Context: an optimization exercise on an open-source flow, tuned for small area, a short achievable clock period and few clock cycles. The choices shown serve that exercise and are no tape-out recipe. Function was checked by simulation only, so behaviour that the tests miss may differ from the original.

==> job 8170: inputs <==
## ex_stage
module ex_stage
(
    input  logic        clock,
    input  logic        reset,
    input  logic [31:0] d1_in,
    input  logic [31:0] d2_in,
    input  logic [4:0]  rd_in,
    input  logic [31:0] imm_in,
    input  logic [31:0] ctrl_in,
    input  logic [31:0] pc_in,
    output logic        branch,
    output logic [31:0] branch_target,
    output logic        stall,
    output logic [31:0] result_out,
    output logic [31:0] store_data_out,
    output logic [4:0]  rd_out,
    output logic        mem_read_out,
    output logic        mem_write_out,
    output logic        reg_write_out,
    output logic [2:0]  mem_size_out
);
clock: 7.0 ns
lec_check: 0
abc_area: 1
cap_margin: 20
core_margin: 2
core_utilization: 40
setup_slack_margin: 0.6
slew_margin: 20
tns_end_percent: 10
standard.sh (not shown) runs the stock make flow with config.mk's settings and CLKGATE_MAP_FILE= SYNTH_SCRIPT=/design/flow/synth_recipe.tcl, a recipe that flattens the netlist after the stock synthesis.
==> flow/flow/run.sh <==
#!/bin/bash
# The standard ORFS layout (standard.sh), with two changes to how it is made:
# port buffers use buf_4 instead of the default delay buffer, and the
# resizer may change a cell's footprint when it repairs timing.
set -euo pipefail
export BUFFER_PORTS_ARGS="-buffer_cell sky130_fd_sc_hd__buf_4"
bash standard.sh MATCH_CELL_FOOTPRINT=0 finish > standard.log 2>&1
==> job 9338 (differences from job 8170) <==
--- a/flow/design.v
+++ b/flow/design.v
@@ -44,15 +44,16 @@
     logic        sub_q;              
     logic        rneg_q;             
     logic        qneg_q;             
     logic         div_c, div_q;        
     assign div_c = op[2];
     logic         a_sgn_m, b_sgn_m, bext, mul_ext;
     logic [2:0]   mi;
-    logic [8:0]   bw, bw_nx, bw_q;     
+    logic [8:0]   bw_nx;               
+    logic [3:0]   one_nx, two_nx, neg_nx, one_q, two_q, neg_q;
     logic [32:0]  ax;
     logic [3:0]   one, two, neg;
     logic [33:0]  sel [4];
     logic [W-1:0] hsrc, hin, r0, r1, r2m, r3;
     logic         cin;
     logic [W-1:0] s1, c1, s2, c2, s3, c3, m1, m2, m3, tm;
     function automatic logic [W-1:0] maj(input logic [W-1:0] x, input logic [W-1:0] y,
@@ -61,26 +62,29 @@
     endfunction
     always_comb begin
         a_sgn_m = ~(op[1] & op[0]);           
         b_sgn_m = ~op[1];                     
         bext    = b_sgn_m & b[31];
         mul_ext = ~b_sgn_m & b[31];           
         mi      = cnt_q[2:0];
-        bw      = bw_q;
         if (!busy_q)           bw_nx = {b[7:0], 1'b0};
         else if (mi == 3'd0)   bw_nx = b[15:7];
         else if (mi == 3'd1)   bw_nx = b[23:15];
         else if (mi == 3'd2)   bw_nx = b[31:23];
         else                   bw_nx = {{8{bext}}, b[31]};
         ax = d_q;
         for (int j = 0; j < 4; j++) begin
-            one[j] = bw[2*j+1] ^ bw[2*j];
-            two[j] = (bw[2*j+2] & ~bw[2*j+1] & ~bw[2*j]) | (~bw[2*j+2] & bw[2*j+1] & bw[2*j]);
-            neg[j] = bw[2*j+2];
-        end
+            one_nx[j] = bw_nx[2*j+1] ^ bw_nx[2*j];
+            two_nx[j] = (bw_nx[2*j+2] & ~bw_nx[2*j+1] & ~bw_nx[2*j])
+                      | (~bw_nx[2*j+2] & bw_nx[2*j+1] & bw_nx[2*j]);
+            neg_nx[j] = bw_nx[2*j+2];
+        end
+        one = one_q;
+        two = two_q;
+        neg = neg_q;
         if (div_q) begin
             one = {3'b000, ~negph_q};
             two = 4'b0000;
             neg = {3'b000, sub_q & ~negph_q};
         end
         for (int j = 0; j < 4; j++) begin
             sel[j] = (one[j] ? {ax[32], ax} : 34'd0) | (two[j] ? {ax, 1'b0} : 34'd0);
@@ -124,28 +128,38 @@
         clz32 = (v4[1] | v4[0]) ? {1'b0, c5} : 6'd32;
     endfunction
     logic        a_neg, b_neg, bz;
     logic [5:0]  clz_a, clz_b;
     logic [6:0]  dest;
     logic [4:0]  sft;
     logic        ok1, t1z, quick;
+    logic [31:0] a_m, b_m, a2;
+    logic [7:0]  na, nb, sna;
     logic [34:0] t1, q1;
     logic [31:0] qn;
     always_comb begin
         a_neg = ~op[0] & a[31];
         b_neg = ~op[0] & b[31];
         bz    = (b == 32'd0);
-        clz_a = clz32(a ^ {32{a_neg}});
-        clz_b = clz32(b ^ {32{b_neg}});
+        a_m   = a ^ {32{a_neg}};
+        b_m   = b ^ {32{b_neg}};
+        clz_a = clz32(a_m);
+        clz_b = clz32(b_m);
         dest  = {1'b0, clz_b} - {1'b0, clz_a} + {6'd0, a_neg};
         if (bz || dest[6])        sft = 5'd0;
         else if (dest[5])         sft = 5'd31;
         else                      sft = dest[4:0];
         sh_amt = sft;
-        quick  = dest[6] & ~bz;            
+        a2 = a_neg ? {a_m[30:0], 1'b1} : a_m;
+        for (int i = 0; i < 8; i++) begin
+            na[i] = |a2[4*i +: 4];
+            nb[i] = |b_m[4*i +: 4];
+        end
+        for (int i = 0; i < 8; i++) sna[i] = |(na >> i);
+        quick = |(nb & ~sna);
         t1  = tm[34:0];
         t1z = &(~((s3[34:0] ^ c3[34:0]) ^ {s3[33:0] | c3[33:0], cin}));
         ok1 = rneg_q ? (t1[34] | t1z) : ~t1[34];
         q1  = ok1 ? t1 : {h_q[33], h_q};
         qn  = {lq[30:0], ok1};
     end
     logic mul_last, div_end;
@@ -168,15 +182,17 @@
             negph_q <= 1'b0;
         end else begin
             busy_q  <= start & ~last_c;
             negph_q <= start & div_end & qneg_q;
         end
     end
     always_ff @(posedge clock) begin
-        bw_q  <= bw_nx;
+        one_q <= one_nx;
+        two_q <= two_nx;
+        neg_q <= neg_nx;
         div_q <= div_c;
         if (!busy_q)    d_q <= div_c ? {b_neg, sh_res} : {a_sgn_m & a[31], a};
         else if (div_c) d_q <= {d_q[32], d_q[32:1]};
         if (!div_c) begin
             cnt_q <= busy_q ? {2'b0, mi + 3'd1} : 5'd0;
             h_q   <= tm[W-1:8];
         end else if (!busy_q) begin
@@ -231,15 +247,15 @@
     logic [31:0] op_b;
     assign op_b = use_imm ? imm_in : d2_in;
     logic        do_sub;
     logic [32:0] sum;
     logic        lt_s, lt_u;
     logic [31:0] xor_v;
     logic        eq;
-    assign do_sub = br | (alu_op[0] & ~alu_op[2] & ~alu_op[3]) | (alu_op[2] & ~alu_op[0]);
+    assign do_sub = br | (~alu_op[3] & (alu_op[0] ^ alu_op[2]));
     logic [31:0] add_p, add_g;
     sk_add #(.N(32)) u_alu_add (
         .a (d1_in), .b (op_b ^ {32{do_sub}}), .cin (do_sub), .s (sum[31:0]), .cout (sum[32]),
         .p (add_p), .g (add_g)
     );
     assign lt_u   = ~sum[32];
     assign lt_s   = (d1_in[31] ^ op_b[31]) ? d1_in[31] : sum[31];
TNS_END_PERCENT = 0   (was 10)
==> job 6257 (differences from job 8170) <==
--- a/flow/design.v
+++ b/flow/design.v
@@ -44,15 +44,16 @@
     logic        sub_q;              
     logic        rneg_q;             
     logic        qneg_q;             
     logic         div_c, div_q;        
     assign div_c = op[2];
     logic         a_sgn_m, b_sgn_m, bext, mul_ext;
     logic [2:0]   mi;
-    logic [8:0]   bw, bw_nx, bw_q;     
+    logic [8:0]   bw_nx;               
+    logic [3:0]   one_nx, two_nx, neg_nx, one_q, two_q, neg_q;
     logic [32:0]  ax;
     logic [3:0]   one, two, neg;
     logic [33:0]  sel [4];
     logic [W-1:0] hsrc, hin, r0, r1, r2m, r3;
     logic         cin;
     logic [W-1:0] s1, c1, s2, c2, s3, c3, m1, m2, m3, tm;
     function automatic logic [W-1:0] maj(input logic [W-1:0] x, input logic [W-1:0] y,
@@ -61,26 +62,29 @@
     endfunction
     always_comb begin
         a_sgn_m = ~(op[1] & op[0]);           
         b_sgn_m = ~op[1];                     
         bext    = b_sgn_m & b[31];
         mul_ext = ~b_sgn_m & b[31];           
         mi      = cnt_q[2:0];
-        bw      = bw_q;
         if (!busy_q)           bw_nx = {b[7:0], 1'b0};
         else if (mi == 3'd0)   bw_nx = b[15:7];
         else if (mi == 3'd1)   bw_nx = b[23:15];
         else if (mi == 3'd2)   bw_nx = b[31:23];
         else                   bw_nx = {{8{bext}}, b[31]};
         ax = d_q;
         for (int j = 0; j < 4; j++) begin
-            one[j] = bw[2*j+1] ^ bw[2*j];
-            two[j] = (bw[2*j+2] & ~bw[2*j+1] & ~bw[2*j]) | (~bw[2*j+2] & bw[2*j+1] & bw[2*j]);
-            neg[j] = bw[2*j+2];
-        end
+            one_nx[j] = bw_nx[2*j+1] ^ bw_nx[2*j];
+            two_nx[j] = (bw_nx[2*j+2] & ~bw_nx[2*j+1] & ~bw_nx[2*j])
+                      | (~bw_nx[2*j+2] & bw_nx[2*j+1] & bw_nx[2*j]);
+            neg_nx[j] = bw_nx[2*j+2];
+        end
+        one = one_q;
+        two = two_q;
+        neg = neg_q;
         if (div_q) begin
             one = {3'b000, ~negph_q};
             two = 4'b0000;
             neg = {3'b000, sub_q & ~negph_q};
         end
         for (int j = 0; j < 4; j++) begin
             sel[j] = (one[j] ? {ax[32], ax} : 34'd0) | (two[j] ? {ax, 1'b0} : 34'd0);
@@ -124,28 +128,38 @@
         clz32 = (v4[1] | v4[0]) ? {1'b0, c5} : 6'd32;
     endfunction
     logic        a_neg, b_neg, bz;
     logic [5:0]  clz_a, clz_b;
     logic [6:0]  dest;
     logic [4:0]  sft;
     logic        ok1, t1z, quick;
+    logic [31:0] a_m, b_m, a2;
+    logic [7:0]  na, nb, sna;
     logic [34:0] t1, q1;
     logic [31:0] qn;
     always_comb begin
         a_neg = ~op[0] & a[31];
         b_neg = ~op[0] & b[31];
         bz    = (b == 32'd0);
-        clz_a = clz32(a ^ {32{a_neg}});
-        clz_b = clz32(b ^ {32{b_neg}});
+        a_m   = a ^ {32{a_neg}};
+        b_m   = b ^ {32{b_neg}};
+        clz_a = clz32(a_m);
+        clz_b = clz32(b_m);
         dest  = {1'b0, clz_b} - {1'b0, clz_a} + {6'd0, a_neg};
         if (bz || dest[6])        sft = 5'd0;
         else if (dest[5])         sft = 5'd31;
         else                      sft = dest[4:0];
         sh_amt = sft;
-        quick  = dest[6] & ~bz;            
+        a2 = a_neg ? {a_m[30:0], 1'b1} : a_m;
+        for (int i = 0; i < 8; i++) begin
+            na[i] = |a2[4*i +: 4];
+            nb[i] = |b_m[4*i +: 4];
+        end
+        for (int i = 0; i < 8; i++) sna[i] = |(na >> i);
+        quick = |(nb & ~sna);
         t1  = tm[34:0];
         t1z = &(~((s3[34:0] ^ c3[34:0]) ^ {s3[33:0] | c3[33:0], cin}));
         ok1 = rneg_q ? (t1[34] | t1z) : ~t1[34];
         q1  = ok1 ? t1 : {h_q[33], h_q};
         qn  = {lq[30:0], ok1};
     end
     logic mul_last, div_end;
@@ -168,15 +182,17 @@
             negph_q <= 1'b0;
         end else begin
             busy_q  <= start & ~last_c;
             negph_q <= start & div_end & qneg_q;
         end
     end
     always_ff @(posedge clock) begin
-        bw_q  <= bw_nx;
+        one_q <= one_nx;
+        two_q <= two_nx;
+        neg_q <= neg_nx;
         div_q <= div_c;
         if (!busy_q)    d_q <= div_c ? {b_neg, sh_res} : {a_sgn_m & a[31], a};
         else if (div_c) d_q <= {d_q[32], d_q[32:1]};
         if (!div_c) begin
             cnt_q <= busy_q ? {2'b0, mi + 3'd1} : 5'd0;
             h_q   <= tm[W-1:8];
         end else if (!busy_q) begin
@@ -231,15 +247,15 @@
     logic [31:0] op_b;
     assign op_b = use_imm ? imm_in : d2_in;
     logic        do_sub;
     logic [32:0] sum;
     logic        lt_s, lt_u;
     logic [31:0] xor_v;
     logic        eq;
-    assign do_sub = br | (alu_op[0] & ~alu_op[2] & ~alu_op[3]) | (alu_op[2] & ~alu_op[0]);
+    assign do_sub = br | (~alu_op[3] & (alu_op[0] ^ alu_op[2]));
     logic [31:0] add_p, add_g;
     sk_add #(.N(32)) u_alu_add (
         .a (d1_in), .b (op_b ^ {32{do_sub}}), .cin (do_sub), .s (sum[31:0]), .cout (sum[32]),
         .p (add_p), .g (add_g)
     );
     assign lt_u   = ~sum[32];
     assign lt_s   = (d1_in[31] ^ op_b[31]) ? d1_in[31] : sum[31];
SETUP_SLACK_MARGIN = 0.5   (was 0.6)
TNS_END_PERCENT = not set   (was 10)
==> comparison table <==
item                                                                            job 8170                 job 9338                 job 6257
Outcome                                                          complete, no violations  complete, no violations  complete, no violations
Overall fraction of global-route tracks in use                                     39.7%                    38.9%                    39.1%
Non-clock buffering overhead in the final layout                                   15.3%                    13.1%                    13.7%
Buffer count from post-CTS setup fixing                                               16                        4                        2
Post-route clock skew                                                            28.1 ps                  19.5 ps                  29.7 ps
Instance count of the mapped netlist                                               4,557                    4,589                    4,589
Layout multi-input combinational cell count                                        3,439                    3,445                    3,446
# clk buffers                                                                         17                       19                       20
Clock Sinks                                                                          161                      164                      164
Proportion of layout cells with a drive suffix above 1                             21.5%                    16.1%                    20.9%
Longest individual stage delay on the worst path                                  420 ps                   390 ps                   340 ps
Final core utilization                                                             51.4%                    48.6%                    50.9%
Die ar.                                                                      0.0744 mm^2              0.0750 mm^2              0.0750 mm^2
Worst setup slack for register-to-register paths                                  650 ps                   560 ps                   850 ps
Clock transition at path regs                                                      70 ps                    80 ps                    90 ps
Synth top area share                                                               12.2%                    11.7%                    11.7%
Avg Vias per Cell                                                                   5.93                     5.85                     5.91
Area growth, synth to finish                                                       27.1%                    19.9%                    25.4%
Worst path bufs/invs                                                                   8                       11                        8
Post-route fraction of the period consumed by the critical path                    92.1%                    93.6%                    90.7%
Final worst path period need                                                     6450 ps                  6550 ps                  6350 ps
Testbench counts of job 8170, summed over its fixed seeds: cycles 28,102.
Testbench counts of job 9338, summed over its fixed seeds: cycles 28,210.
Testbench counts of job 6257, summed over its fixed seeds: cycles 28,210.

## static timing again, ports no longer ideal
No port has a modelled driver above. Below, the same layouts with a new extraction and two added sets of constraints.
Step 1 sets driving cells, clkbuf_16 on the clock port and buf_2 on the other inputs (assumed; they add their load-dependent delay and slew).
Step 2 adds t to the input delays and takes it off the output delays; t is the mean of the earliest and latest rising clock arrival at the registers after step 1. Input paths then give back, and output paths get back, about the clock's delay inside the block.
Three values: ideal ports, drivers, drivers and shift; two values: the first two.
run | t, ns | slack for setup (ns) | hold slack, ns | worst setup path at the end | worst data-port slew with drivers (ns)
job 8170 | 0.558 | 0.552 / 0.501 / 0.025 | 0.522 / 0.522 / 0.522 | input to register | 0.09
job 9338 | 0.568 | 0.451 / 0.472 / -0.095 | 0.527 / 0.527 / 0.527 | input to register | 0.08
job 6257 | 0.558 | 0.654 / 0.632 / 0.100 | 0.517 / 0.517 / 0.517 | input to register | 0.09
With both steps, setup timing fails in job 9338, where it was met with ideal ports. For job 6257, which loses most, drivers alone change the setup slack by -0.022 ns; drivers and shift together by -0.554 ns.
